This design comes from an exercise in tuning for small area, a short achievable clock period and few clock cycles on the open sky130 flow, not from production work.
Where RTL was checked, it was by simulation tests only, not by an equivalence proof against the original.
Function not checked in runs 4 and 5: the RTL went through the layout flow alone.
Power is estimated from default activity; no workload was simulated.

### design/flow/constraint.sdc
create_clock -name core_clock -period 8.0 [get_ports {clk}]
set_input_delay 1.6000 -clock core_clock [delete_from_list [all_inputs] [get_ports {clk}]]
set_output_delay 1.6000 -clock core_clock [all_outputs]
set_load 0.01 [all_outputs]
### design/flow/flow/run.sh
#!/bin/bash
# The standard layout (standard.sh: the standard flow's own ORFS flow and synthesis, unchanged), with the
# port buffers that placement inserts made sky130_fd_sc_hd__buf_1 instead of the default cell.
set -euo pipefail
export BUFFER_PORTS_ARGS="-buffer_cell sky130_fd_sc_hd__buf_1"
bash standard.sh > standard_flow.log 2>&1
### design/flow/design.v
package pipeline;
  localparam int XLEN = 64;
  typedef struct packed {
    logic [2:0]      funct3;
    logic            mm_re;
    logic            mm_we;
    logic            atomic;
    logic [4:0]      funct5;
    logic [XLEN-1:0] mm_addr;
    logic [4:0]      rd_addr;
    logic [XLEN-1:0] data;
  } memory_signals;
endpackage
module lsu #(
  parameter int XLEN = pipeline::XLEN
) (
  input  logic                  clk,
  input  logic                  reset,
  input  logic                  in_valid,
  output logic                  in_ready,
  input  pipeline::memory_signals signals_in,
  output logic                  dbus_req,
  output logic                  dbus_we,
  output logic [XLEN-1:0]       dbus_addr,
  output logic [XLEN/8-1:0]     dbus_sel,
  output logic [XLEN-1:0]       dbus_wdata,
  input  logic                  dbus_ack,
  input  logic [XLEN-1:0]       dbus_rdata,
  output logic                  wb_valid,
  output logic                  wb_we,
  output logic [4:0]            wb_rd_addr,
  output logic [XLEN-1:0]       wb_rd_data,
  output logic                  misaligned
);
  logic [2:0]  f3;
  logic [4:0]  f5;
  logic [63:0] addr, data;
  logic [2:0]  lane;
  assign f3   = signals_in.funct3;
  assign f5   = signals_in.funct5;
  assign addr = signals_in.mm_addr;
  assign data = signals_in.data;
  assign lane = addr[2:0];
  logic        amo_cmp_q, amo_wr_q;
  logic [63:0] res_q;
  logic        pick_q;
  logic [5:0]  op_q;
  logic        sc_seen_q, sc_ok_q;
  logic        resv_valid_q;
  logic [60:0] resv_tag_q;
  logic        wb_valid_q, wb_we_q, misaligned_q;
  logic [4:0]  wb_rd_addr_q;
  logic [63:0] wb_data_q;
  logic        is_mem, is_lr, is_sc, is_amo, is_store, is_load, mis, sc_ok, sc_wait, sc_pass;
  logic        need_bus, accept, amo_rd_ack;
  always_comb begin
    is_mem   = signals_in.mm_re | signals_in.mm_we | signals_in.atomic;
    is_lr    = signals_in.atomic & ~signals_in.mm_we;
    is_sc    = signals_in.atomic & ~signals_in.mm_re;
    is_amo   = signals_in.atomic & signals_in.mm_re & signals_in.mm_we;
    is_store = signals_in.mm_we & ~signals_in.atomic;
    is_load  = signals_in.mm_re & ~signals_in.mm_we;
    mis      = (lane[0] & (f3[1] | f3[0])) | (lane[1] & f3[1]) | (lane[2] & f3[1] & f3[0]);
    sc_ok    = resv_valid_q & (resv_tag_q == addr[63:3]);
    sc_wait  = is_sc & ~mis & ~sc_seen_q;
    sc_pass  = sc_seen_q & sc_ok_q;
    need_bus = in_valid & is_mem & ~mis & (~is_sc | sc_pass) & ~amo_cmp_q;
    in_ready = ~sc_wait & ~amo_cmp_q & (~need_bus | (dbus_ack & (~is_amo | amo_wr_q)));
    accept   = in_valid & in_ready;
    amo_rd_ack = need_bus & is_amo & ~amo_wr_q & dbus_ack;
  end
  logic [7:0]  ld_b0, ld_b1;
  logic [15:0] ld_h1;
  logic        ld_sign, ld_fill;
  logic [63:0] load_ext;
  always_comb begin
    ld_b0 = dbus_rdata[{lane, 3'b000} +: 8];
    ld_b1 = dbus_rdata[{lane[2:1], 4'b1000} +: 8];
    ld_h1 = lane[2] ? dbus_rdata[63:48] : dbus_rdata[31:16];
    case (f3[1:0])
      2'b00:   ld_sign = ld_b0[7];
      2'b01:   ld_sign = ld_b1[7];
      default: ld_sign = ld_h1[15];
    endcase
    ld_fill  = ~f3[2] & ld_sign;
    load_ext = {(f3[1:0] == 2'b11) ? dbus_rdata[63:32] : {32{ld_fill}},
                f3[1]              ? ld_h1             : {16{ld_fill}},
                (f3[1:0] != 2'b00) ? ld_b1             : {8{ld_fill}},
                ld_b0};
  end
  logic [63:0] src, rep;
  always_comb begin
    src = ~amo_wr_q ? data : (pick_q ? wb_data_q : res_q);
    case (f3[1:0])
      2'b00:   rep = {8{src[7:0]}};
      2'b01:   rep = {4{src[15:0]}};
      2'b10:   rep = {2{src[31:0]}};
      default: rep = src;
    endcase
  end
  logic        w_op, minmax, uns, mx, c32, c64, lt, pick;
  logic [63:0] a, b, bx, r, hx, hc;
  logic [64:0] pa, pb, pp, pg;
  logic [65:0] sum;
  always_comb begin
    minmax = op_q[4];
    uns    = op_q[3];
    mx     = op_q[2];
    w_op   = op_q[5];
    a      = wb_data_q;
    bx     = res_q;
    b      = bx ^ {64{minmax}};
    pa     = {a, 1'b1};
    pb     = {bx, minmax};
    pp     = pa ^ pb;
    pg     = pa & pb;
    sum    = pa + pb;
    hx     = pp[64:1];    
    hc     = pg[64:1];    
    c32    = sum[33] ^ pp[33];
    c64    = sum[65];
    if (w_op) lt = (~uns & (a[31] ^ b[31])) ? a[31] : ~c32;
    else      lt = (~uns & (a[63] ^ b[63])) ? a[63] : ~c64;
    pick   = minmax & (lt ^ mx);
    r      = ({64{minmax | op_q[0]}} & b)
           | ({64{~minmax & ~op_q[0] & (op_q[3:2] == 2'b00)}} & sum[64:1])
           | ({64{~minmax & ~op_q[0] & (op_q[3:2] == 2'b01)}} & hx)
           | ({64{~minmax & ~op_q[0] & op_q[3]}} & hc)
           | ({64{~minmax & ~op_q[0] & (op_q[3:2] == 2'b10)}} & hx);
  end
  always_comb begin
    dbus_req   = need_bus;
    dbus_we    = is_store | is_sc | (is_amo & amo_wr_q);
    dbus_addr  = {addr[63:3], 3'b000};
    for (int k = 0; k < 8; k++)
      dbus_sel[k] = ((k[2] == lane[2]) | (f3[1] & f3[0])) & ((k[1] == lane[1]) | f3[1])
                  & ((k[0] == lane[0]) | f3[1] | f3[0]);
    dbus_wdata = rep;
    wb_valid   = wb_valid_q;
    wb_we      = wb_we_q;
    wb_rd_addr = wb_rd_addr_q;
    misaligned = misaligned_q;
    wb_rd_data = wb_data_q;
  end
  always_ff @(posedge clk) begin
    if (reset) begin
      amo_cmp_q    <= 1'b0;
      amo_wr_q     <= 1'b0;
      resv_valid_q <= 1'b0;
      sc_seen_q    <= 1'b0;
      wb_valid_q   <= 1'b0;
    end else begin
      amo_cmp_q  <= amo_rd_ack;
      if (amo_cmp_q) amo_wr_q <= 1'b1;
      if (need_bus & is_amo & amo_wr_q & dbus_ack) amo_wr_q <= 1'b0;
      sc_seen_q  <= in_valid & is_sc & ~accept;
      wb_valid_q <= accept;
      if (accept & is_sc) resv_valid_q <= 1'b0;
      if (accept & is_lr & ~mis) resv_valid_q <= 1'b1;
    end
  end
  always_ff @(posedge clk) begin
    if (accept & is_lr & ~mis) resv_tag_q <= addr[63:3];
    sc_ok_q      <= sc_ok;
    wb_we_q      <= (signals_in.rd_addr != 5'd0) & ~(is_mem & mis) & ~is_store;
    wb_rd_addr_q <= signals_in.rd_addr;
    misaligned_q <= is_mem & mis;
    if (~amo_cmp_q & ~amo_wr_q)
      wb_data_q <= ({64{~is_mem}} & data)
                 | ({64{(is_load | is_amo) & ~mis}} & load_ext)
                 | {63'd0, is_sc & ~mis & ~sc_ok_q};
    op_q         <= {~f3[0], f5};
    if (amo_cmp_q)      res_q <= r;
    if (amo_cmp_q)      pick_q <= pick;
    else if (~amo_wr_q) res_q <= data ^ {64{f5[4]}};
  end
endmodule
module lsu_top (
  input  logic        clk,
  input  logic        reset,
  input  logic        in_valid,
  output logic        in_ready,
  input  logic [2:0]  in_funct3,
  input  logic        in_mm_re,
  input  logic        in_mm_we,
  input  logic        in_atomic,
  input  logic [4:0]  in_funct5,
  input  logic [63:0] in_addr,
  input  logic [4:0]  in_rd_addr,
  input  logic [63:0] in_data,
  output logic        dbus_req,
  output logic        dbus_we,
  output logic [63:0] dbus_addr,
  output logic [7:0]  dbus_sel,
  output logic [63:0] dbus_wdata,
  input  logic        dbus_ack,
  input  logic [63:0] dbus_rdata,
  output logic        wb_valid,
  output logic        wb_we,
  output logic [4:0]  wb_rd_addr,
  output logic [63:0] wb_rd_data,
  output logic        misaligned
);
  pipeline::memory_signals sig;
  assign sig.funct3  = in_funct3;
  assign sig.mm_re   = in_mm_re;
  assign sig.mm_we   = in_mm_we;
  assign sig.atomic  = in_atomic;
  assign sig.funct5  = in_funct5;
  assign sig.mm_addr = in_addr;
  assign sig.rd_addr = in_rd_addr;
  assign sig.data    = in_data;
  lsu u_lsu (
    .clk(clk), .reset(reset), .in_valid(in_valid), .in_ready(in_ready),
    .signals_in(sig), .dbus_req(dbus_req), .dbus_we(dbus_we),
    .dbus_addr(dbus_addr), .dbus_sel(dbus_sel), .dbus_wdata(dbus_wdata),
    .dbus_ack(dbus_ack), .dbus_rdata(dbus_rdata), .wb_valid(wb_valid),
    .wb_we(wb_we), .wb_rd_addr(wb_rd_addr), .wb_rd_data(wb_rd_data),
    .misaligned(misaligned)
  );
endmodule
### design/flow/standard.sh
#!/bin/bash
# synth_recipe.tcl (not shown) runs the flow's synth.tcl, then flattens the netlist and writes it again
# the make line also repeats each setting of config.mk as NAME=value (left out here)
make -C /OpenROAD-flow-scripts/flow DESIGN_CONFIG=/design/flow/config.mk WORK_HOME=/design/flow/orfs CLKGATE_MAP_FILE= SYNTH_SCRIPT=/design/flow/synth_recipe.tcl "${@:-finish}"
### design/flow/config.mk
export PLATFORM = sky130hd
export DESIGN_NAME = lsu_top
export DESIGN_NICKNAME = lsu_top
export VERILOG_FILES = /design/flow/design.v
export SDC_FILE = /design/flow/constraint.sdc
export NUM_CORES = 4
export LEC_CHECK = 0
export CAP_MARGIN = 20
export CORE_MARGIN = 2
export CORE_UTILIZATION = 55
export SETUP_SLACK_MARGIN = 4.0
export SLEW_MARGIN = 20
export TNS_END_PERCENT = 20
==> flow_summary.yaml, run 1 <==
floorplan:
  die_width_um: 186
  core_um2: 32500
  start_util_pct: 55.9
  dieHeight_um: 186
  num_rows: 66
  dieArea_um2: 34500
  io_pins: 423
layout:
  utilization_pct: 67.6
  num-nets-final: 2882
  post_route_cells_drive_above_1_share_pct: 12.1
  nFillCells: 2802
  area_delta_synth_final_pct: 20.9
min_path:
  min_path_cells: 2
  hold_end: "u_lsu.resv_valid_q"
  hp-start: "u_lsu.resv_valid_q"
  min_path_type: "flip-flop to flip-flop"
sta:
  fmax_ghz: 0.226
  setup_viol: 0
  hold_viol: 0
  drv_slew: 0
  skew_ps: 16.3
  post-route-period-util_pct: 55.3
  tightestPinTransition_ps: 979
  finalSetupTns_ps: 0
  maxSlewHeadroom_pct: 34.7
  period_minus_slack_ps: 4420
  rsz0062_at_grt: "true"
grt:
  gr-usage-all-layers_pct: 46.8
  grt_pass1_vias: 18400
  antenna_found_initial: 18
  grt_overflow: 0
  grt_pass1_wl_mm: 119
  grt_max_degree: 87
yosys:
  synth-seq-cells: 208
  synth_area_per_cell_um2: 7.89
  synth_warnings: 1
  yosysMostFrequentCell: "o21ai_0"
  yosysSeqAreaShare_pct: 29.8
  yosysTopAreaCell: "edfxtp_1"
  netlist.area_leader.share_pct: 20.8
  async_flop_share_pct: 0
  syn-cell-area_um2: 18200
  synth_cell_type_count: 84
  synth_commonest_cells: "274 x o21ai_0, 252 x nand2_1, 243 x a21oi_1"
  synth_cells: 2307
  synth_edf_count: 126
  synth_top_flop_cell: "edfxtp_1"
  synth_area_leaders: "edfxtp_1 21%, dfxtp_1 9.0%, o21ai_0 7.5%"
routing:
  first_iter_violations: 3383
  vias_per_cell: 6.76
  drc: 0
  wl_per_cell_um: 27.4
  wirelength_mm: 84.6
  via_count: 20900
  firstDrtPassIters: 11
  ant_nets: 0
power:
  p_leak_nw: 8.56
  max-vdd-ir-drop_mv: 0.262
  powerDensity_nw_per_um2: 176
clock_tree:
  clock_path_buffers: 3
  clkSinkCount: 208
  cts_tree: "yes"
  htreeDepth: 1
  cts-buffers-inserted: 27
  clkLatencyLatePin_ps: 590
  cts_root_buf: "clkbuf_16"
  clk_pin_slew_ps: 60
run:
  maxCapViolCount: 0
setup_path:
  crit_slowest_cell: "o211ai_1"
  path_class: "primary input to primary output"
  r2r_end: "u_lsu.res_q[36]"
  crit_arrival_ps: 2820
  worstPathRequired_ps: 6400
  worst_path_largest_cell_delay_ps: 260
  cp-start-kind: "primary input"
  rr_worst_depth: 11
  critical_path.cell_chain: "clkbuf_16 -> buf_12 -> buf_12 -> o211ai_1 -> o21ai_1 -> nand2_1 -> o21ai_0 -> buf_1"
  path_common_cell: "buf_12"
  critPathCaptureType: "primary output"
  r2r_start: "u_lsu.wb_data_q[0]"
  r2r_slack_ps: 3950
  crit_fanout: 11
placed_design:
  dp_hpwl_mm: 60.0
  gp_congestion: 1.05
  portBuffers: 418
run_status:
  status: "complete, no violations"
==> metal layers <==
layer	wire (um)	share of wire, %	GRT usage, %	vias to the layer above
met4	6120	7.2	27.9	2
met1	31300	37	61.6	9819
met3	11800	14	13.5	312
met5	12	0.014	0	-
met2	35400	42	67.9	1656
li1	-	-	-	9078
==> how the worst max path moves through the flow <==
stage                 startpoint             end  cells past startpoint
finish              in_funct3[1]  dbus_wdata[58]                      8
global route        in_funct3[1]  dbus_wdata[47]                      9
CTS                 in_funct3[1]  dbus_wdata[43]                      9
detailed placement    in_addr[2]        in_ready                      7
global placement      in_addr[2]        in_ready                      7
floorplan           in_funct3[1]  dbus_wdata[38]                      5
==> logic make-up after synthesis <==
group	after synthesis	synth area share [%]
AOI/OAI and AO/OA	850	29.1
and+or+nand+nor	647	15.6
buffers and inverters	286	7.35
DFF	208	29.8
muxes	128	7.70
xor gates and xnor gates	122	5.87
adders and majority gates	65	4.51
other	1	0.0206
==> layout make-up <==
| class | count | area, um2 | share of cell area [%] |
|---|---|---|---|
| Multi-Input combinational cell | 1815 | 12000 | 54.4 |
| Sequential cell | 208 | 5440 | 24.7 |
| Timing Repair Buffer | 502 | 2860 | 13.0 |
| Clock buffer | 34 | 732 | 3.33 |
| Tap cell | 442 | 553 | 2.51 |
| Inverter | 50 | 203 | 0.921 |
| Clock inverter | 16 | 198 | 0.899 |
| Antenna cell | 17 | 42.5 | 0.193 |
| Timing Repair inverter | 1 | 7.51 | 0.0341 |
==> flip-flops by register name, summed over array words and instances (netlist names) <==
| name | cells |
|---|---|
| u_lsu.res_q | 64 |
| u_lsu.misaligned_q | 1 |
| u_lsu.op_q | 5 |
| u_lsu.wb_we_q | 1 |
| u_lsu.resv_valid_q | 1 |
| u_lsu.wb_valid_q | 1 |
| u_lsu.sc_ok_q | 1 |
| u_lsu.amo_cmp_q | 1 |
| u_lsu.resv_tag_q | 61 |
| u_lsu.wb_data_q | 64 |
| u_lsu.sc_seen_q | 1 |
| u_lsu.pick_q | 1 |
| u_lsu.wb_rd_addr_q | 5 |
| u_lsu.amo_wr_q | 1 |
==> report_power, final <==
group	internal [mW]	total (mW)	leakage, nW	switching (mW)
combinational	0.449	1.22	6.09	0.766
sequential	1.22	1.33	2.02	0.113
clock	0.779	1.32	0.455	0.544
total	2.44	3.87	8.56	1.42
==> stage by stage <==
| step | cells | hold slack [ps] | power [mW] | cell area (um2) | setup WS (ps) |
|---|---|---|---|---|---|
| floorplan | 2309 | 448 | 2.02 | 18200 | 3740 |
| global placement | 2956 | 473 | 2.38 | 19400 | 2860 |
| detailed placement | 2956 | 483 | 2.40 | 19400 | 2790 |
| CTS | 3051 | 499 | 3.77 | 21500 | 3640 |
| global route | 3084 | 518 | 3.96 | 22000 | 3590 |
| finish | 3085 | 494 | 3.87 | 22000 | 3580 |
==> worst max-delay path, delay by kind of cell <==
kind	cells	cell delay, ps
AOI/OAI and AO/OA	3	540
buffers and inverters	4	600
and+or+nand+nor	1	60
==> cell usage in the layout, fill, tap and decap left out, types with 13 or more instances in the layout <==
cell type	instances
xor2_1	42
buf_12	15
o21a_1	20
a211oi_1	19
nor2_1	195
buf_4	54
mux2i_1	104
o31ai_1	29
a31oi_1	13
a21oi_1	226
a22o_1	18
dfxtp_1	78
inv_1	45
and2_1	13
nand2_1	243
o21ai_1	26
xnor2_1	80
nand4_1	30
o21ai_2	15
edfxtp_1	126
o211ai_1	13
o21ai_0	231
a221oi_1	70
buf_2	36
clkbuf_16	30
mux2_2	15
buf_1	364
nor3_1	38
nand3_1	22
nor4_1	14
a21o_1	48
nor2b_1	18
ha_1	64
diode_2	17
==> timing repair <==
| action | in CTS | in global routing |
|---|---|---|
| buffers inserted | 31 | 17 |
| resized for setup | 175 | 92 |
| hold buffers | 0 | 0 |
| endpoints found under the setup margin | 183 | 96 |
| gates cloned | 14 | 0 |
| pin swaps | 10 | 12 |
Testbench counts, summed over its fixed seeds: cycles 8,991.
==> run 2, diff against run 1 <==
--- a/design/flow/config.mk
+++ b/design/flow/config.mk
@@ -8,6 +8,9 @@
 export CAP_MARGIN = 20
 export CORE_MARGIN = 2
 export CORE_UTILIZATION = 55
-export SETUP_SLACK_MARGIN = 4.0
+export CTS_BUF_LIST = sky130_fd_sc_hd__clkbuf_8
+export CTS_CLUSTER_SIZE = 40
+export PLACE_DENSITY = 0.72
+export SETUP_SLACK_MARGIN = 3.7
 export SLEW_MARGIN = 20
-export TNS_END_PERCENT = 20
+export TNS_END_PERCENT = 5
==> run 2 against run 1 <==
- still clean on timing, DRC and antenna
- via count decreased by 2.1%
- sequential share of layout area increased by 0.91 points
- clock power decreased by 16%
- cell count increased by 0.36%
- non-clock buffer count decreased by 15
- area after synthesis unchanged
- clock skew increased by 19 ps
- fmax decreased by 4.1%
- clock-buffer cell count increased by 13
- register-to-register slack got worse by 390 ps
- sequential power about the same
- largest power group unchanged
==> flow_summary.yaml, run 2 <==
run_status:
  status: "complete, no violations"
layout:
  area_delta_synth_final_pct: 16.6
  nFillCells: 2937
  num-nets-final: 2881
  register_area_um2: 5440
  reg_top3: "u_lsu.res_q x64, u_lsu.wb_data_q x64, u_lsu.resv_tag_q x61"
  multi_input_comb_area_um2: 11700
  instances_no_fill: 3096
  final_common_cell: "buf_1"
  post_route_cells_drive_above_1_share_pct: 9.40
  final_cell_mix: "396 x buf_1, 253 x o21ai_0, 251 x nand2_1"
setup_path:
  cp-start-kind: "primary input"
  cp_top_family: "compound AO/OA/AOI/OAI gates"
  crit_buf_inv: 2
  path_class: "primary input to primary output"
  worst_path_largest_cell_delay_ps: 620
  crit_arrival_ps: 3010
  critPathCaptureType: "primary output"
  crit_fanout: 3
  critical_path.cell_chain: "buf_1 -> o21ai_0 -> nand2_1 -> o21ai_0 -> o21ai_1 -> buf_1"
  crit_slowest_cell: "o21ai_0"
  worstPathRequired_ps: 6400
clock_tree:
  clkLatencyLatePin_ps: 640
  cts-buffers-inserted: 41
  htreeDepth: 2
  clkSinkCount: 208
  cts_root_buf: "clkbuf_8"
  clock_path_buffers: 3
  cts_tree: "yes"
  clk_pin_slew_ps: 60
floorplan:
  die_width_um: 186
  dieArea_um2: 34500
  num_rows: 66
  core_um2: 32500
  start_util_pct: 55.9
  dieHeight_um: 186
  io_pins: 423
placed_design:
  gp_congestion: 1.01
  dp_hpwl_mm: 59.3
  placed_cells: 2962
  portBuffers: 418
yosys:
  netlist.area_leader.share_pct: 20.8
  yosysSeqAreaShare_pct: 29.8
  synth_cell_type_count: 84
  synth.area.mux_share_pct: 7.70
  synth-compound-area-share_pct: 29.1
  synth_edf_count: 126
  synthAdderAreaFrac_pct: 4.51
  synth_warnings: 1
  synth_commonest_cells: "274 x o21ai_0, 252 x nand2_1, 243 x a21oi_1"
  synth_area_per_cell_um2: 7.89
  synth_xor_area_share_pct: 5.87
  synth_top_family_by_area: "compound AO/OA/AOI/OAI gates"
  synth_cells: 2307
  synth-simple-area-share_pct: 15.6
  synth-seq-cells: 208
  async_flop_share_pct: 0
  yosysMostFrequentCell: "o21ai_0"
  synth_area_leaders: "edfxtp_1 21%, dfxtp_1 9.0%, o21ai_0 7.5%"
  synth_top_flop_cell: "edfxtp_1"
  syn-cell-area_um2: 18200
  yosysTopAreaCell: "edfxtp_1"
routing:
  wirelength_mm: 82.0
  via_count: 20400
  met1_length_mm: 30.0
  first_iter_violations: 2810
  vias_per_cell: 6.60
  firstDrtPassIters: 6
  dr_wl_met3_mm: 9.99
  wl_per_cell_um: 26.5
  ant_nets: 0
  top_layer_used: "met5"
  dr_wl_met2_mm: 35.7
  drc: 0
grt:
  gr-usage-all-layers_pct: 45.9
  grt_overflow: 0
  grt_pass1_wl_mm: 117
  grt_max_degree: 94
  grt_pass1_vias: 18500
  antenna_found_initial: 17
sta:
  drv_slew: 0
  post-route-period-util_pct: 57.6
  fmax_ghz: 0.217
  hold_viol: 0
  period_minus_slack_ps: 4610
  skew_ps: 35.2
  setup_viol: 0
  tightestPinTransition_ps: 1000
  rsz0062_at_grt: "true"
  finalSetupTns_ps: 0
  maxSlewHeadroom_pct: 32.6
min_path:
  min_path_type: "flip-flop to flip-flop"
power:
  powerDensity_nw_per_um2: 169
  p_leak_nw: 8.23
  max-vdd-ir-drop_mv: 0.177
run:
  maxCapViolCount: 0
-- run 2: cell counts after synthesis --
No cell type changed its count.
-- run 2: metrics by stage --
| stage | util, % | power, mW | hold WS, ps | cell area, um2 | setup WS, ps |
|---|---|---|---|---|---|
| 2_1_floorplan | - | 2.02 | 448 | 18200 | 3630 |
| 3_3_place_gp | 59.8 | 2.37 | 470 | 19500 | 2480 |
| 3_5_place_dp | 59.8 | 2.39 | 478 | 19500 | 2420 |
| 4_1_cts | 64.6 | 3.53 | 490 | 21000 | 3520 |
| 5_1_grt | 65.2 | 3.71 | 540 | 21200 | 3470 |
| 6_report | 65.2 | 3.59 | 486 | 21200 | 3390 |
-- run 2: kinds of logic after synthesis --
kind of cell             Yosys count
AO/OA/AOI/OAI                    850
AND/OR/NAND/NOR                  647
buffers and inverters            286
flip-flops                       208
multiplexers                     128
XOR/XNOR                         122
adder cells (fa/ha/maj)           65
other                              1
-- run 2: worst min-delay path: cells and delay by family, from the launching register on --
kind           cells  cell delay, ps
AO/OA/AOI/OAI      2             140
flip-flops         1             310
-- run 2: area by class of cell --
cell class | instances | share of cell area, %
Tap cell | 442 | 2.61
Inverter | 50 | 0.938
Timing Repair Buffer | 487 | 11.6
Multi-Input combinational cell | 1815 | 55.2
Clock buffer | 47 | 3.05
Sequential cell | 208 | 25.6
Clock inverter | 29 | 0.737
Timing Repair inverter | 1 | 0.0354
Antenna cell | 17 | 0.200
-- run 2: worst paths after layout --
path	start	to	slack (ps)	depth (start not counted)
min reg2reg	u_lsu.resv_valid_q	u_lsu.resv_valid_q	490	2
min	u_lsu.resv_valid_q	u_lsu.resv_valid_q	490	2
max reg2reg	u_lsu.op_q[4]	u_lsu.res_q[61]	3560	12
max	in_data[26]	dbus_wdata[58]	3390	6
-- run 2: report_power, final --
group	internal, mW	switching, mW
Combinational	0.422	0.742
Sequential	1.22	0.0984
Clock	0.573	0.534
-- run 2: repair_timing --
action | CTS | global route
hold buffers | 0 | 0
buffers inserted | 25 | 8
endpoints found under the setup margin | 151 | 70
pin swaps | 5 | 2
resized for setup | 114 | 25
cloned | 7 | 1
-- run 2: routing by layer --
metal  GRT usage, %  up-vias
met5              0        -
met4           33.9        4
met3           12.5      294
met2           68.6     1413
met1           56.8     9632
li1               -     9088
==> run 3, diff against run 2 <==
--- a/design/flow/config.mk
+++ b/design/flow/config.mk
@@ -10,7 +10,6 @@
 export CORE_UTILIZATION = 55
 export CTS_BUF_LIST = sky130_fd_sc_hd__clkbuf_8
 export CTS_CLUSTER_SIZE = 40
-export PLACE_DENSITY = 0.72
 export SETUP_SLACK_MARGIN = 3.7
 export SLEW_MARGIN = 20
 export TNS_END_PERCENT = 5
==> run 3 against run 2 <==
- clock power rose by 4%
- register-to-register slack improved by 80 ps
- cell area rose by 1.4%
- routed wire length grew 2.7%
- sequential power barely moved
- fmax grew 2.2%
- first-iteration DRC count rose by 8.8%
- cell count increased by 0.23%
- power grew 2.1%
- clock-buffer cell count is 3 lower
- via count is 1.4% higher
==> flow_summary.yaml, run 3 <==
clock_tree:
  postCtsHoldBufs: 0
  cts_tree: "yes"
  clk_pin_slew_ps: 50
  clock_path_buffers: 3
  cts_root_buf: "clkbuf_8"
  clkLatencyLatePin_ps: 610
  clkSinkCount: 208
  htreeDepth: 2
  cts-buffers-inserted: 42
layout:
  instances_no_fill: 3103
  stdcell_area_um2: 21500
  area_delta_synth_final_pct: 18.2
  nFillCells: 2937
  multi_input_comb_area_um2: 11800
  reg_top3: "u_lsu.res_q x64, u_lsu.wb_data_q x64, u_lsu.resv_tag_q x61"
  post_route_cells_drive_above_1_share_pct: 10.2
  register_area_um2: 5440
  final_common_cell: "buf_1"
  num-nets-final: 2888
  final_cell_mix: "392 x buf_1, 248 x o21ai_0, 247 x nand2_1"
sta:
  timing.hold.ws_ps: 497
  rsz0062_at_grt: "true"
  skew_ps: 29.1
  finalSetupTns_ps: 0
  setup_viol: 0
  drv_slew: 0
  fmax_ghz: 0.222
  maxSlewHeadroom_pct: 24.4
  post-route-period-util_pct: 56.3
  period_minus_slack_ps: 4510
  tightestPinTransition_ps: 1130
  hold_viol: 0
setup_path:
  crit_arrival_ps: 2910
  worst_path_largest_cell_delay_ps: 550
  crit_slowest_cell: "o21ai_0"
  r2r_end: "u_lsu.res_q[21]"
  r2r_slack_ps: 3640
  crit_start: "in_data[10]"
  worstPathRequired_ps: 6400
  path_class: "primary input to primary output"
  cp_top_family: "compound AO/OA/AOI/OAI gates"
  crit_fanout: 3
  rr_worst_depth: 11
  cp-start-kind: "primary input"
  critPathCaptureType: "primary output"
  r2r_start: "u_lsu.op_q[4]"
  path_depth: 6
  crit_path_end: "dbus_wdata[42]"
  critical_path.cell_chain: "buf_1 -> o21ai_0 -> o21ai_4 -> nor2_1 -> a21oi_2 -> clkbuf_2"
  crit_buf_inv: 2
grt:
  antenna_found_initial: 20
  gr-usage-all-layers_pct: 46.7
  grt_max_degree: 76
  grt_overflow: 0
  grt_pass1_vias: 18500
  grt_pass1_wl_mm: 119
power:
  p_seq_share_pct: 36.3
  max-vdd-ir-drop_mv: 0.227
  p_switching_mw: 1.40
  finalPower_mw: 3.66
  p_leak_nw: 8.39
  swShare_pct: 38.3
  pwr-share-comb_pct: 32.4
  p_int_mw: 2.26
  clock_power_share_pct: 31.3
  powerDensity_nw_per_um2: 170
yosys:
  synth_edf_count: 126
  async_flop_share_pct: 0
  synth_area_leaders: "edfxtp_1 21%, dfxtp_1 9.0%, o21ai_0 7.5%"
  synth_cells: 2307
  synth-seq-cells: 208
  yosysTopAreaCell: "edfxtp_1"
  synth_commonest_cells: "274 x o21ai_0, 252 x nand2_1, 243 x a21oi_1"
  synth_top_flop_cell: "edfxtp_1"
  yosysSeqAreaShare_pct: 29.8
  synth_cell_type_count: 84
  yosysMostFrequentCell: "o21ai_0"
  synth_warnings: 1
  synth_area_per_cell_um2: 7.89
  syn-cell-area_um2: 18200
  netlist.area_leader.share_pct: 20.8
routing:
  vias_per_cell: 6.67
  wl_per_cell_um: 27.2
  via_count: 20700
  drc: 0
  first_iter_violations: 3056
  firstDrtPassIters: 6
  wirelength_mm: 84.3
  ant_nets: 0
placed_design:
  placed_cells: 2962
  gp_congestion: 1.07
  portBuffers: 418
  dp_hpwl_mm: 61.2
  place_area_um2: 19500
floorplan:
  dieArea_um2: 34500
  die_width_um: 186
  io_pins: 423
  start_util_pct: 55.9
  dieHeight_um: 186
  core_um2: 32500
  num_rows: 66
min_path:
  min_path_type: "flip-flop to flip-flop"
run:
  maxCapViolCount: 0
run_status:
  status: "complete, no violations"
## run 3: cell counts after synthesis
No cell type changed its count.
## run 3: power by group through the flow
stage               Combinational, mW  Clock (mW)  Sequential [mW]
finish                           1.18        1.15             1.33
global route                     1.26        1.18             1.33
CTS                              1.11        1.14             1.32
detailed placement               1.06           0             1.34
global placement                 1.04           0             1.34
floorplan                       0.713           0             1.31
## run 3: per-layer routing
| metal | part of all wire, % | GRT usage (%) | vias to the layer above | wire [um] |
|---|---|---|---|---|
| met5 | 0.021 | 0 | - | 18 |
| met2 | 43 | 68.8 | 1531 | 36000 |
| li1 | - | - | 9102 | - |
| met4 | 7.6 | 30.9 | 2 | 6430 |
| met3 | 13 | 12.7 | 327 | 10600 |
| met1 | 37 | 59.9 | 9750 | 31300 |
## run 3: cells by family (layout without fill, tap and decap cells)
group / after synthesis / after routing / share of synthesized area (%)
AO/OA/AOI/OAI: 850 / 850 / 29.1
multiplexers: 128 / 128 / 7.70
adder cells (fa/ha/maj): 65 / 65 / 4.51
XOR/XNOR: 122 / 122 / 5.87
other: 1 / 22 / 0.0206
AND/OR/NAND/NOR: 647 / 648 / 15.6
flip-flops: 208 / 208 / 29.8
buffers and inverters: 286 / 618 / 7.35
## run 3: final cells by class
| class | count | share of cell area (%) |
|---|---|---|
| repair buffers | 493 | 12.3 |
| well taps | 442 | 2.57 |
| inverters | 50 | 0.943 |
| flip-flops and latches | 208 | 25.3 |
| clock buffers | 44 | 2.82 |
| multi-input cells | 1816 | 54.9 |
| clock inverters | 31 | 1.04 |
| diodes | 19 | 0.221 |
## run 3: worst min-delay path by stage
stage,endpoint,start,slack [ps],depth (start not counted)
floorplan,u_lsu.resv_valid_q,u_lsu.resv_valid_q,450,2
global placement,u_lsu.resv_valid_q,u_lsu.resv_valid_q,470,2
detailed placement,u_lsu.resv_valid_q,u_lsu.resv_valid_q,480,2
CTS,u_lsu.resv_valid_q,u_lsu.resv_valid_q,500,2
global route,u_lsu.resv_valid_q,u_lsu.resv_valid_q,540,2
finish,u_lsu.resv_valid_q,u_lsu.resv_valid_q,500,2
## run 3: what timing repair did
action                     4_1_cts  5_1_grt
hold endpoints to repair         0        0
cloned                           7        4
resized for setup               80       94
buffers inserted                18       18
pin swaps                        5        6
setup endpoints to repair       88       65
## run 3: worst register-to-register path, stage by stage (launching register included)
cell        delay, ps
dfxtp_4           780
clkinvlp_4        450
fa_1              480
nor2b_1           200
o2111ai_1         240
a31oi_1           390
a311oi_1          170
o311a_1           450
o31ai_1           480
o21ai_0           140
a221oi_1          320
mux2i_1           120
## run 3: metrics by stage
step | setup WS [ps] | util, %
after floorplan | 3630 | -
after global routing | 3460 | 66.1
after detailed placement | 2640 | 59.8
after CTS | 3480 | 64.3
final | 3490 | 66.1
after global placement | 2660 | 59.8
==> run 4, diff against run 3 <==
--- a/design/flow/design.v
+++ b/design/flow/design.v
@@ -43,15 +43,13 @@
   assign lane = addr[2:0];
   logic        amo_cmp_q, amo_wr_q;
   logic [63:0] res_q;
-  logic        pick_q;
   logic [5:0]  op_q;
-  logic        sc_seen_q, sc_ok_q;
   logic        resv_valid_q;
   logic [60:0] resv_tag_q;
   logic        wb_valid_q, wb_we_q, misaligned_q;
   logic [4:0]  wb_rd_addr_q;
   logic [63:0] wb_data_q;
-  logic        is_mem, is_lr, is_sc, is_amo, is_store, is_load, mis, sc_ok, sc_wait, sc_pass;
+  logic        is_mem, is_lr, is_sc, is_amo, is_store, is_load, mis, sc_ok;
   logic        need_bus, accept, amo_rd_ack;
   always_comb begin
     is_mem   = signals_in.mm_re | signals_in.mm_we | signals_in.atomic;
@@ -62,10 +60,8 @@
     is_load  = signals_in.mm_re & ~signals_in.mm_we;
     mis      = (lane[0] & (f3[1] | f3[0])) | (lane[1] & f3[1]) | (lane[2] & f3[1] & f3[0]);
     sc_ok    = resv_valid_q & (resv_tag_q == addr[63:3]);
-    sc_wait  = is_sc & ~mis & ~sc_seen_q;
-    sc_pass  = sc_seen_q & sc_ok_q;
-    need_bus = in_valid & is_mem & ~mis & (~is_sc | sc_pass) & ~amo_cmp_q;
-    in_ready = ~sc_wait & ~amo_cmp_q & (~need_bus | (dbus_ack & (~is_amo | amo_wr_q)));
+    need_bus = in_valid & is_mem & ~mis & (~is_sc | sc_ok) & ~amo_cmp_q;
+    in_ready = ~amo_cmp_q & (~need_bus | (dbus_ack & (~is_amo | amo_wr_q)));
     accept   = in_valid & in_ready;
     amo_rd_ack = need_bus & is_amo & ~amo_wr_q & dbus_ack;
   end
@@ -90,7 +86,7 @@
   end
   logic [63:0] src, rep;
   always_comb begin
-    src = ~amo_wr_q ? data : (pick_q ? wb_data_q : res_q);
+    src = amo_wr_q ? res_q : data;
     case (f3[1:0])
       2'b00:   rep = {8{src[7:0]}};
       2'b01:   rep = {4{src[15:0]}};
@@ -121,12 +117,13 @@
     c64    = sum[65];
     if (w_op) lt = (~uns & (a[31] ^ b[31])) ? a[31] : ~c32;
     else      lt = (~uns & (a[63] ^ b[63])) ? a[63] : ~c64;
-    pick   = minmax & (lt ^ mx);
+    pick   = minmax & (lt ^ mx);    
     r      = ({64{minmax | op_q[0]}} & b)
            | ({64{~minmax & ~op_q[0] & (op_q[3:2] == 2'b00)}} & sum[64:1])
            | ({64{~minmax & ~op_q[0] & (op_q[3:2] == 2'b01)}} & hx)
            | ({64{~minmax & ~op_q[0] & op_q[3]}} & hc)
            | ({64{~minmax & ~op_q[0] & (op_q[3:2] == 2'b10)}} & hx);
+    r      = pick ? a : r;
   end
   always_comb begin
     dbus_req   = need_bus;
@@ -147,13 +144,11 @@
       amo_cmp_q    <= 1'b0;
       amo_wr_q     <= 1'b0;
       resv_valid_q <= 1'b0;
-      sc_seen_q    <= 1'b0;
       wb_valid_q   <= 1'b0;
     end else begin
       amo_cmp_q  <= amo_rd_ack;
       if (amo_cmp_q) amo_wr_q <= 1'b1;
       if (need_bus & is_amo & amo_wr_q & dbus_ack) amo_wr_q <= 1'b0;
-      sc_seen_q  <= in_valid & is_sc & ~accept;
       wb_valid_q <= accept;
       if (accept & is_sc) resv_valid_q <= 1'b0;
       if (accept & is_lr & ~mis) resv_valid_q <= 1'b1;
@@ -161,17 +156,15 @@
   end
   always_ff @(posedge clk) begin
     if (accept & is_lr & ~mis) resv_tag_q <= addr[63:3];
-    sc_ok_q      <= sc_ok;
     wb_we_q      <= (signals_in.rd_addr != 5'd0) & ~(is_mem & mis) & ~is_store;
     wb_rd_addr_q <= signals_in.rd_addr;
     misaligned_q <= is_mem & mis;
     if (~amo_cmp_q & ~amo_wr_q)
       wb_data_q <= ({64{~is_mem}} & data)
                  | ({64{(is_load | is_amo) & ~mis}} & load_ext)
-                 | {63'd0, is_sc & ~mis & ~sc_ok_q};
+                 | {63'd0, is_sc & ~mis & ~sc_ok};
     op_q         <= {~f3[0], f5};
     if (amo_cmp_q)      res_q <= r;
-    if (amo_cmp_q)      pick_q <= pick;
     else if (~amo_wr_q) res_q <= data ^ {64{f5[4]}};
   end
 endmodule
--- a/design/flow/config.mk
+++ b/design/flow/config.mk
@@ -8,8 +8,6 @@
 export CAP_MARGIN = 20
 export CORE_MARGIN = 2
 export CORE_UTILIZATION = 55
-export CTS_BUF_LIST = sky130_fd_sc_hd__clkbuf_8
-export CTS_CLUSTER_SIZE = 40
 export SETUP_SLACK_MARGIN = 3.7
 export SLEW_MARGIN = 20
 export TNS_END_PERCENT = 5
==> run 4 against run 3 <==
- still clean
- worst setup slack lost 720 ps
- die area grew 2.1%
- via count shrank 3.3%
- area after synthesis increased by 2.2%
- non-clock buffer count is 37 lower
- largest cell class unchanged
- largest power group unchanged
==> flow_summary.yaml, run 4 <==
clock_tree:
  clock_path_buffers: 3
  clkLatencyLatePin_ps: 600
  clk_pin_slew_ps: 60
  htreeDepth: 1
  cts_root_buf: "clkbuf_16"
  clkSinkCount: 205
  cts_tree: "yes"
  cts-buffers-inserted: 26
setup_path:
  cp_top_family: "simple AND/OR/NAND/NOR gates"
  path_class: "primary input to primary output"
  path_common_cell: "a21oi_2"
  crit_arrival_ps: 3630
  crit_slowest_cell: "nor4b_4"
  crit_buf_inv: 2
  critical_path.cell_chain: "buf_8 -> xor2_4 -> nor4_4 -> nand3_2 -> a2111oi_4 -> a21oi_2 -> nor4b_4 -> a21oi_2 -> buf_2"
  worst_path_largest_cell_delay_ps: 410
  critPathCaptureType: "primary output"
  worstPathRequired_ps: 6400
  crit_fanout: 4
  cp-start-kind: "primary input"
layout:
  area_delta_synth_final_pct: 14.2
  post_route_cells_drive_above_1_share_pct: 8.37
  register_area_um2: 6010
  final_cell_mix: "395 x buf_1, 242 x nand2_1, 238 x a21oi_1"
  nFillCells: 2984
  reg_top3: "u_lsu.res_q x64, u_lsu.wb_data_q x64, u_lsu.resv_tag_q x61"
  utilization_pct: 63.5
  num-nets-final: 2743
  multi_input_comb_area_um2: 11600
  final_common_cell: "buf_1"
yosys:
  synth_cell_type_count: 84
  yosysSeqAreaShare_pct: 32.3
  synth_edf_count: 189
  syn-cell-area_um2: 18600
  synth-seq-cells: 205
  yosysMostFrequentCell: "nand2_1"
  synth_area_per_cell_um2: 8.42
  synth_warnings: 1
  synth_commonest_cells: "243 x nand2_1, 240 x a21oi_1, 189 x edfxtp_1"
  yosysTopAreaCell: "edfxtp_1"
  async_flop_share_pct: 0
  synth_top_flop_cell: "edfxtp_1"
  synth_area_leaders: "edfxtp_1 31%, a21oi_1 6.5%, mux2i_1 5.3%"
  netlist.area_leader.share_pct: 30.5
  synth_cells: 2209
sta:
  maxSlewHeadroom_pct: 29.7
  rsz0062_at_grt: "true"
  period_minus_slack_ps: 5230
  tightestPinTransition_ps: 1050
  finalSetupTns_ps: 0
  skew_ps: 21.1
  setup_viol: 0
  hold_viol: 0
  post-route-period-util_pct: 65.3
  drv_slew: 0
  timing.final.ws_setup_ps: 2770
  fmax_ghz: 0.191
power:
  p_leak_nw: 7.95
  max-vdd-ir-drop_mv: 0.184
  powerDensity_nw_per_um2: 178
floorplan:
  dieHeight_um: 188
  io_pins: 423
  num_rows: 67
  die_width_um: 188
  start_util_pct: 55.6
  dieArea_um2: 35300
  core_um2: 33400
routing:
  wirelength_mm: 83.9
  drc: 0
  wl_per_cell_um: 28.5
  first_iter_violations: 2891
  firstDrtPassIters: 7
  via_count: 20000
  ant_nets: 0
  vias_per_cell: 6.81
placed_design:
  portBuffers: 418
  dp_hpwl_mm: 62.5
  gp_congestion: 1.08
  pre_cts_slack_ps: 2420
run:
  maxCapViolCount: 0
grt:
  grt_pass1_wl_mm: 119
  antenna_found_initial: 11
  grt_overflow: 0
  grt_pass1_vias: 17800
  grt_max_degree: 80
  gr-usage-all-layers_pct: 45.2
run_status:
  status: "complete, no violations"
min_path:
  min_path_type: "flip-flop to flip-flop"
run 4: cell types whose count changed after synthesis, moves of 22 or more:
cell | previous run | this run
dfxtp_1 | 82 | 16
nor2_1 | 210 | 178
edfxtp_1 | 126 | 189
o22ai_1 | 10 | 36
o21ai_0 | 274 | 152
xor2_1 | 42 | 75
xnor2_1 | 80 | 31
nand2b_1 | 7 | 29
run 4: cells by family after synthesis:
group,after synthesis,synth area share (%)
compound gates,794,27.8
xor+xnor,106,4.99
fa+ha+maj,65,4.42
buf+inv,281,7.24
flops,205,32.3
mux,135,8.20
other cells,1,0.0202
simple gates,622,15.1
run 4: stage by stage:
stage / hold slack (ps) / instances / area, um2 / total power, mW
after floorplan: 553 / 2211 / 18600 / 2.08
after global placement: 573 / 2870 / 19900 / 2.46
after detailed placement: 597 / 2870 / 19900 / 2.48
after CTS: 606 / 2924 / 21000 / 3.69
after global routing: 645 / 2944 / 21200 / 3.88
final: 602 / 2944 / 21200 / 3.77
run 4: per-layer routing:
layer / vias up / routed length, um / GRT usage [%] / part of all wire (%)
li1: 8788 / - / - / -
met1: 9452 / 31200 / 60.8 / 37
met2: 1567 / 35700 / 66.6 / 43
met3: 228 / 12400 / 13.9 / 15
met4: 2 / 4540 / 20.4 / 5.4
met5: - / 13 / 0 / 0.015
run 4: timing repair:
action | in CTS | in global routing
buffers inserted | 4 | 8
hold buffers | 0 | 0
setup endpoints to repair | 136 | 134
gates cloned | 2 | 2
resized for setup | 46 | 31
pin swaps | 19 | 19
run 4: final cells by class:
type | instances | area share, %
diodes | 10 | 0.118
clock buffers | 31 | 3.15
clock inverters | 17 | 0.854
inverters | 50 | 0.884
multi-input cells | 1727 | 54.5
flip-flops and latches | 205 | 28.3
well taps | 448 | 2.64
repair buffers | 456 | 9.62
run 4: power breakdown:
part | total (mW) | internal (mW) | switching, mW
logic | 1.18 | 0.403 | 0.773
registers | 1.38 | 1.25 | 0.126
clock network | 1.22 | 0.694 | 0.526
total | 3.77 | 2.35 | 1.43
run 4: worst min-delay path: stages (launching register included):
cell and delay, ps:
dfxtp_1 310, inv_1 50, a31oi_1 30, o21ba_1 160
run 4: final timing paths:
kind              slack, ps  depth (start not counted)               start            endpoint
setup / recovery       2770                          9         in_addr[44]            in_ready
hold / removal          600                          3  u_lsu.resv_valid_q  u_lsu.resv_valid_q
setup reg to reg       3550                         11       u_lsu.op_q[4]     u_lsu.res_q[42]
hold reg to reg         600                          3  u_lsu.resv_valid_q  u_lsu.resv_valid_q
==> run 5, diff against run 4 <==
--- a/design/flow/design.v
+++ b/design/flow/design.v
@@ -44,12 +44,13 @@
   logic        amo_cmp_q, amo_wr_q;
   logic [63:0] res_q;
   logic [5:0]  op_q;
+  logic        sc_seen_q, sc_ok_q;
   logic        resv_valid_q;
   logic [60:0] resv_tag_q;
   logic        wb_valid_q, wb_we_q, misaligned_q;
   logic [4:0]  wb_rd_addr_q;
   logic [63:0] wb_data_q;
-  logic        is_mem, is_lr, is_sc, is_amo, is_store, is_load, mis, sc_ok;
+  logic        is_mem, is_lr, is_sc, is_amo, is_store, is_load, mis, sc_ok, sc_wait, sc_pass;
   logic        need_bus, accept, amo_rd_ack;
   always_comb begin
     is_mem   = signals_in.mm_re | signals_in.mm_we | signals_in.atomic;
@@ -60,8 +61,15 @@
     is_load  = signals_in.mm_re & ~signals_in.mm_we;
     mis      = (lane[0] & (f3[1] | f3[0])) | (lane[1] & f3[1]) | (lane[2] & f3[1] & f3[0]);
     sc_ok    = resv_valid_q & (resv_tag_q == addr[63:3]);
-    need_bus = in_valid & is_mem & ~mis & (~is_sc | sc_ok) & ~amo_cmp_q;
-    in_ready = ~amo_cmp_q & (~need_bus | (dbus_ack & (~is_amo | amo_wr_q)));
+    sc_wait  = is_sc & ~mis & ~sc_seen_q;
+    sc_pass  = sc_seen_q & sc_ok_q;
+    need_bus = in_valid & ~amo_cmp_q & ~mis
+             & (signals_in.mm_re | (signals_in.mm_we & (~signals_in.atomic | sc_pass)));
+    in_ready = ~amo_cmp_q & (~is_mem | mis
+             | (dbus_ack & (~signals_in.atomic | (signals_in.mm_re & ~signals_in.mm_we)
+                            | (~signals_in.mm_re & sc_seen_q)
+                            | (signals_in.mm_re & signals_in.mm_we & amo_wr_q)))
+             | (signals_in.atomic & ~signals_in.mm_re & sc_seen_q & ~sc_ok_q));
     accept   = in_valid & in_ready;
     amo_rd_ack = need_bus & is_amo & ~amo_wr_q & dbus_ack;
   end
@@ -86,13 +94,13 @@
   end
   logic [63:0] src, rep;
   always_comb begin
-    src = amo_wr_q ? res_q : data;
     case (f3[1:0])
-      2'b00:   rep = {8{src[7:0]}};
-      2'b01:   rep = {4{src[15:0]}};
-      2'b10:   rep = {2{src[31:0]}};
-      default: rep = src;
+      2'b00:   rep = {8{data[7:0]}};
+      2'b01:   rep = {4{data[15:0]}};
+      2'b10:   rep = {2{data[31:0]}};
+      default: rep = data;
     endcase
+    src = amo_wr_q ? res_q : rep;
   end
   logic        w_op, minmax, uns, mx, c32, c64, lt, pick;
   logic [63:0] a, b, bx, r, hx, hc;
@@ -132,7 +140,7 @@
     for (int k = 0; k < 8; k++)
       dbus_sel[k] = ((k[2] == lane[2]) | (f3[1] & f3[0])) & ((k[1] == lane[1]) | f3[1])
                   & ((k[0] == lane[0]) | f3[1] | f3[0]);
-    dbus_wdata = rep;
+    dbus_wdata = src;
     wb_valid   = wb_valid_q;
     wb_we      = wb_we_q;
     wb_rd_addr = wb_rd_addr_q;
@@ -144,11 +152,13 @@
       amo_cmp_q    <= 1'b0;
       amo_wr_q     <= 1'b0;
       resv_valid_q <= 1'b0;
+      sc_seen_q    <= 1'b0;
       wb_valid_q   <= 1'b0;
     end else begin
       amo_cmp_q  <= amo_rd_ack;
       if (amo_cmp_q) amo_wr_q <= 1'b1;
       if (need_bus & is_amo & amo_wr_q & dbus_ack) amo_wr_q <= 1'b0;
+      sc_seen_q  <= in_valid & is_sc & ~accept;
       wb_valid_q <= accept;
       if (accept & is_sc) resv_valid_q <= 1'b0;
       if (accept & is_lr & ~mis) resv_valid_q <= 1'b1;
@@ -156,15 +166,16 @@
   end
   always_ff @(posedge clk) begin
     if (accept & is_lr & ~mis) resv_tag_q <= addr[63:3];
+    sc_ok_q      <= sc_ok;
     wb_we_q      <= (signals_in.rd_addr != 5'd0) & ~(is_mem & mis) & ~is_store;
     wb_rd_addr_q <= signals_in.rd_addr;
     misaligned_q <= is_mem & mis;
     if (~amo_cmp_q & ~amo_wr_q)
       wb_data_q <= ({64{~is_mem}} & data)
                  | ({64{(is_load | is_amo) & ~mis}} & load_ext)
-                 | {63'd0, is_sc & ~mis & ~sc_ok};
+                 | {63'd0, is_sc & ~mis & ~sc_ok_q};
     op_q         <= {~f3[0], f5};
-    if (amo_cmp_q)      res_q <= r;
+    if (amo_cmp_q)      res_q <= w_op ? {r[31:0], r[31:0]} : r;
     else if (~amo_wr_q) res_q <= data ^ {64{f5[4]}};
   end
 endmodule
--- a/design/flow/config.mk
+++ b/design/flow/config.mk
@@ -7,7 +7,7 @@
 export LEC_CHECK = 0
 export CAP_MARGIN = 20
 export CORE_MARGIN = 2
-export CORE_UTILIZATION = 55
+export CORE_UTILIZATION = 70
 export SETUP_SLACK_MARGIN = 3.7
 export SLEW_MARGIN = 20
 export TNS_END_PERCENT = 5
==> run 5 against run 4 <==
- the run now fails in global routing
- area after synthesis is 1.5% higher
- synthesized cell count is 4.4% higher
==> flow_summary.yaml, run 5 <==
run_status:
  status: "aborted with a tool error"
  lastStage: "global routing"
  tool.error: "[ERROR GRT-0232] Routing congestion too high. Check the congestion heatmap in the GUI."
placed_design:
  pre_cts_slack_ps: 2310
  placed_cells: 2848
  gp_congestion: 1.09
  dp_hpwl_mm: 64.7
  portBuffers: 418
grt:
  grt_max_degree: 112
  grt_overflow: 12
  gr-usage-all-layers_pct: 82.7
sta:
  worst_endpoint: "dbus_wdata[43]"
  worst_endpoint_kind: "primary output"
yosys:
  netlist.area_leader.share_pct: 30.1
  synth_cell_type_count: 77
  yosysTopAreaCell: "edfxtp_1"
  yosysMostFrequentCell: "nand2_1"
  synth_top_flop_cell: "edfxtp_1"
  syn-cell-area_um2: 18900
  synth-seq-cells: 207
  synth_area_leaders: "edfxtp_1 30%, a21oi_1 6.5%, o21ai_0 5.6%"
  synth_area_per_cell_um2: 8.18
  synth_warnings: 1
  synth_cells: 2307
  yosysSeqAreaShare_pct: 32.0
  async_flop_share_pct: 0
  synth_edf_count: 189
  synth_commonest_cells: "265 x nand2_1, 245 x a21oi_1, 212 x o21ai_0"
floorplan:
  num_rows: 60
  dieHeight_um: 168
  die_width_um: 168
  start_util_pct: 70.6
  io_pins: 423
clock_tree:
  cts_root_buf: "clkbuf_16"
  postCtsHoldBufs: 0
  htreeDepth: 1
  clkSinkCount: 207
  clock_path_buffers: 3
  cts-buffers-inserted: 22
## run 5: metal layers
layer / track usage, % / GRT overflow
met4: 80.1 / 4
met3: 72.4 / 2
met1: 83.4 / 2
met5: 57.2 / 1
met2: 93.7 / 3
## run 5: how the worst min path moves through the flow
stage / to / slack [ps] / cells after the start
CTS: u_lsu.sc_ok_q / 630 / 3
detailed placement: u_lsu.sc_ok_q / 600 / 3
global placement: u_lsu.sc_ok_q / 560 / 3
floorplan: u_lsu.sc_ok_q / 530 / 4
## run 5: what timing repair did
item,CTS
gates resized for setup,81
setup endpoints to repair,189
cloned,5
setup buffers,11
pin swaps,8
## run 5: kinds of logic after synthesis
logic type	count (synthesis)	synth area share (%)
flip-flops	207	32.0
XOR/XNOR	121	5.62
other	1	0.0199
buffers and inverters	285	7.25
adder cells (fa/ha/maj)	65	4.35
multiplexers	98	5.93
AO/OA/AOI/OAI	837	28.3
AND/OR/NAND/NOR	693	16.5
## run 5: power by group through the flow
stage                     clock [mW]  sequential (mW)  combinational [mW]
after CTS                       1.03             1.38                1.22
after global placement             0             1.40                1.13
after floorplan                    0             1.34               0.784
after detailed placement           0             1.40                1.16
## run 5: stage by stage
| step | util (%) | cell area [um2] |
|---|---|---|
| after floorplan | - | 18900 |
| after global placement | 74.5 | 19900 |
| after detailed placement | 74.5 | 19900 |
| after CTS | 78.8 | 21000 |

-- re-timing with driven ports --
How much do the figures lean on ideal ports? The routed layouts below were timed once more, with nothing changed but the port constraints. Step 1 assumes that a clkbuf_16 drives the clock port and a buf_2 every other input. Step 2 moves the port delays by t, midway between the first and last clock arrival at a register: inputs arrive t later, outputs are due t later. That takes back most of the time a late clock gives input paths. Three values: no drivers, after step 1, after step 2; two values: the first two.
run	t (ns)	slack for setup (ns)	latest minus earliest clock arrival (ns)	worst data-port slew with drivers (ns)
run 1	0.643	3.580 / 3.509 / 3.504	0.017 / 0.017	0.15
run 2	0.678	3.392 / 3.320 / 3.320	0.035 / 0.035	0.18
run 3	0.651	3.492 / 3.443 / 3.236	0.030 / 0.030	0.12
run 4	0.649	2.774 / 2.730 / 2.730	0.021 / 0.021	0.12
After both steps setup and hold are still met in every run listed. For run 3, which loses most, drivers alone change the setup slack by -0.049 ns; drivers and shift together by -0.256 ns.
